Background: an optimization exercise with open tools, aiming at small area. Do not read the settings as production practice.
In this exercise RTL edits were held to simulation tests only and were not proved equivalent to the original.
No activity file was given, so power comes from the tool's default toggle rates.

==> flow/design.v <==
module la_capture_core #(
  parameter int WIDTH = 8,
  parameter int DEPTH = 256,
  parameter int AW    = $clog2(DEPTH)
) (
  input  logic             gclk,
  input  logic             gresetn,
  input  logic             arm,
  input  logic             abort,
  input  logic [WIDTH-1:0] probe_i,
  input  logic [WIDTH-1:0] trig_mask,
  input  logic [WIDTH-1:0] trig_value,
  input  logic [1:0]       trig_mode,
  input  logic [AW-1:0]    pre_count,
  output logic             busy,
  output logic             triggered,
  output logic             done,
  input  logic             rd_en,
  input  logic [AW-1:0]    rd_addr,
  output logic [WIDTH-1:0] rd_data,
  output logic             rd_valid
);
  logic [DEPTH-1:0][WIDTH-1:0] sr;
  logic [AW-1:0]    cnt;
  logic [AW-1:0]    pre_q;
  logic [WIDTH-1:0] mask_q;
  logic [WIDTH-1:0] value_q;
  logic [1:0]       mode_q;
  logic             prev_match;
  logic             have_prev;    
  logic             pre_done;
  logic             wait_st;
  logic             start;
  logic             match;
  logic             change;
  logic             hit;
  logic             adv;
  logic             last;
  logic [AW-1:0]    cnt_inc;
  logic [AW-1:0]    rd_phys;
  logic [DEPTH-1:0] rd_sel;
  logic [WIDTH-1:0] rd_mux;
  always_comb begin
    done     = triggered && !busy;
    pre_done = cnt == pre_q;
    wait_st  = busy && !triggered && pre_done;
    start   = arm && !busy;
    match   = ((probe_i ^ value_q) & mask_q) == '0;
    change  = ((probe_i ^ sr[0]) & mask_q) != '0;
    cnt_inc = cnt + AW'(1);
    rd_phys = cnt + ~rd_addr;
    hit     = 1'b0;
    case (mode_q)
      2'b00:   hit = match;
      2'b01:   hit = have_prev && match && !prev_match;
      2'b10:   hit = have_prev && !match && prev_match;
      default: hit = have_prev && change;
    endcase
    adv  = (wait_st && hit) || (busy && triggered);
    last = adv && (cnt == AW'(DEPTH - 1));
  end
  localparam int NL = (DEPTH + 2) / 3;
  logic [15:0] lo_n, hi_n;
  la_capture_pdec #(.AW(4), .N(16)) u_lo (.a(rd_phys[3:0]), .y_n(lo_n));
  la_capture_pdec #(.AW(4), .N(16)) u_hi (.a(rd_phys[7:4]), .y_n(hi_n));
  for (genvar i = 0; i < DEPTH; i++) begin : g_dec
    la_capture_nor2 u_nor (.a_n(lo_n[i % 16]), .b_n(hi_n[i / 16]), .y(rd_sel[i]));
  end
  for (genvar b = 0; b < WIDTH; b++) begin : g_rd
    logic [NL-1:0] leaf_n;
    for (genvar l = 0; l < NL; l++) begin : g_leaf
      localparam int K = (DEPTH - 3 * l) < 3 ? (DEPTH - 3 * l) : 3;
      logic [K-1:0] s, d;
      for (genvar k = 0; k < K; k++) begin : g_k
        assign s[k] = rd_sel[3 * l + k];
        assign d[k] = sr[3 * l + k][b];
      end
      la_capture_aoi #(.N(K)) u_aoi (.sel(s), .d(d), .y_n(leaf_n[l]));
    end
    assign rd_mux[b] = ~&leaf_n;
  end
  always_ff @(posedge gclk) begin
    sr <= {sr[DEPTH-2:0], done ? sr[DEPTH-1] : probe_i};
  end
  always_ff @(posedge gclk) begin
    prev_match <= match;
    have_prev  <= busy;
    if (start) begin
      mask_q  <= trig_mask;
      value_q <= trig_value;
      mode_q  <= trig_mode;
      pre_q   <= pre_count;
      cnt     <= '0;
    end else if (!wait_st || hit) begin
      cnt <= cnt_inc;
    end
  end
  always_ff @(posedge gclk or negedge gresetn) begin
    if (!gresetn) begin
      busy      <= 1'b0;
      triggered <= 1'b0;
      rd_data   <= '0;
      rd_valid  <= 1'b0;
    end else begin
      rd_valid <= done && rd_en;
      if (done && rd_en) rd_data <= rd_mux;
      if (abort) begin
        busy      <= 1'b0;
        triggered <= 1'b0;
      end else if (start) begin
        busy      <= 1'b1;
        triggered <= 1'b0;
      end else begin
        if (wait_st && hit) triggered <= 1'b1;
        if (last) busy <= 1'b0;
      end
    end
  end
endmodule
module la_capture_pdec #(
  parameter int AW = 4,
  parameter int N  = 16
) (
  input  logic [AW-1:0] a,
  output logic [N-1:0]  y_n
);
  always_comb
    for (int i = 0; i < N; i++) y_n[i] = a != AW'(i);
endmodule
module la_capture_nor2 (
  input  logic a_n,
  input  logic b_n,
  output logic y
);
  assign y = ~(a_n | b_n);
endmodule
module la_capture_aoi #(
  parameter int N = 3
) (
  input  logic [N-1:0] sel,
  input  logic [N-1:0] d,
  output logic         y_n
);
  assign y_n = ~|(sel & d);
endmodule
clock: 8.0 ns
lec_check: 0
cap_margin: 20
core_margin: 2
core_utilization: 75
slew_margin: 20
synth_hierarchical: 1
synth_minimum_keep_size: 0
standard.sh (not shown) runs the stock make flow with config.mk's settings and CLKGATE_MAP_FILE= SYNTH_SCRIPT=/design/flow/synth_recipe.tcl, a recipe that flattens the netlist after the stock synthesis.
==> flow/flow/run.sh <==
#!/bin/bash
# Standard ORFS layout (the standard.sh), with two changes:
#  - port buffers use the smallest buffer, sky130_fd_sc_hd__buf_1;
#  - clock tree: clkbuf_8 sink clusters of at most 18 flops, no dummy loads.
set -euo pipefail
export BUFFER_PORTS_ARGS="-buffer_cell sky130_fd_sc_hd__buf_1"
export CTS_ARGS="-sink_clustering_enable -repair_clock_nets -dont_use_dummy_load -buf_list sky130_fd_sc_hd__clkbuf_8 -sink_clustering_size 18 -sink_clustering_max_diameter 40"
bash standard.sh > standard.log 2>&1
==> next run, changes <==
--- a/flow/design.v
+++ b/flow/design.v
@@ -17,36 +17,34 @@
   output logic             done,
   input  logic             rd_en,
   input  logic [AW-1:0]    rd_addr,
   output logic [WIDTH-1:0] rd_data,
   output logic             rd_valid
 );
+  logic                        in_pre;
   logic [DEPTH-1:0][WIDTH-1:0] sr;
   logic [AW-1:0]    cnt;
   logic [AW-1:0]    pre_q;
   logic [WIDTH-1:0] mask_q;
   logic [WIDTH-1:0] value_q;
   logic [1:0]       mode_q;
   logic             prev_match;
   logic             have_prev;    
-  logic             pre_done;
   logic             wait_st;
   logic             start;
   logic             match;
   logic             change;
   logic             hit;
   logic             adv;
   logic             last;
   logic [AW-1:0]    cnt_inc;
   logic [AW-1:0]    rd_phys;
   logic [DEPTH-1:0] rd_sel;
   logic [WIDTH-1:0] rd_mux;
   always_comb begin
-    done     = triggered && !busy;
-    pre_done = cnt == pre_q;
-    wait_st  = busy && !triggered && pre_done;
+    wait_st = busy && !in_pre && !triggered;
     start   = arm && !busy;
     match   = ((probe_i ^ value_q) & mask_q) == '0;
     change  = ((probe_i ^ sr[0]) & mask_q) != '0;
     cnt_inc = cnt + AW'(1);
     rd_phys = cnt + ~rd_addr;
     hit     = 1'b0;
@@ -94,28 +92,38 @@
     end else if (!wait_st || hit) begin
       cnt <= cnt_inc;
     end
   end
   always_ff @(posedge gclk or negedge gresetn) begin
     if (!gresetn) begin
+      in_pre    <= 1'b0;
       busy      <= 1'b0;
       triggered <= 1'b0;
+      done      <= 1'b0;
       rd_data   <= '0;
       rd_valid  <= 1'b0;
     end else begin
       rd_valid <= done && rd_en;
       if (done && rd_en) rd_data <= rd_mux;
       if (abort) begin
+        in_pre    <= 1'b0;
         busy      <= 1'b0;
         triggered <= 1'b0;
+        done      <= 1'b0;
       end else if (start) begin
+        in_pre    <= pre_count != '0;
         busy      <= 1'b1;
         triggered <= 1'b0;
+        done      <= 1'b0;
       end else begin
+        if (in_pre && cnt_inc == pre_q) in_pre <= 1'b0;
         if (wait_st && hit) triggered <= 1'b1;
-        if (last) busy <= 1'b0;
+        if (last) begin
+          busy <= 1'b0;
+          done <= 1'b1;
+        end
       end
     end
   end
 endmodule
 module la_capture_pdec #(
   parameter int AW = 4,
Outcome: The new run finished with timing, DRC and antenna clean. Clock skew shrinks by 0.021 ns. Via count grows by 2.0%. Hold slack is better by 0.023 ns. Area after synthesis grows by 0.50%. Count of clock-buffer cells in the layout shrinks by 2. Synthesized cell count grows by 0.90%. Sequential share of layout area hardly moves. Sequential power stays flat. Non-clock buffer count shrinks by 25. Routed wire length grows by 0.74%. Power grows by 2.7%. Global-route usage shrinks by 0.15 points. Cell area barely changes.

port drivers added, routing unchanged:
No port has a modelled driver above. Below, the same layouts with a new extraction and two added sets of constraints.
Step 1 assumes that a clkbuf_16 drives the clock port and a buf_2 every other input.
Step 2 adds t to the input delays and takes it off the output delays; t is the mean of the earliest and latest rising clock arrival at the registers after step 1. Input paths then give back, and output paths get back, about the clock's delay inside the block.
Slacks: ideal ports / drivers / drivers and shift; pairs: ideal ports / drivers.
| run | shift t [ns] | slack for setup (ns) | hold slack, ns | clock arrival spread, ns | cell pins on the clock port's net |
|---|---|---|---|---|---|
| the first run | 0.874 | 1.363 / 1.401 / 0.527 | 0.273 / 0.273 / 0.273 | 0.108 / 0.108 | 1 |
| the second run | 0.865 | 1.206 / 1.227 / 0.362 | 0.295 / 0.295 / 0.295 | 0.081 / 0.081 | 1 |
After both steps setup and hold are still met in every run listed. The setup slack of the second run, which loses most, moves by +0.021 ns with the drivers and by -0.844 ns with both steps.
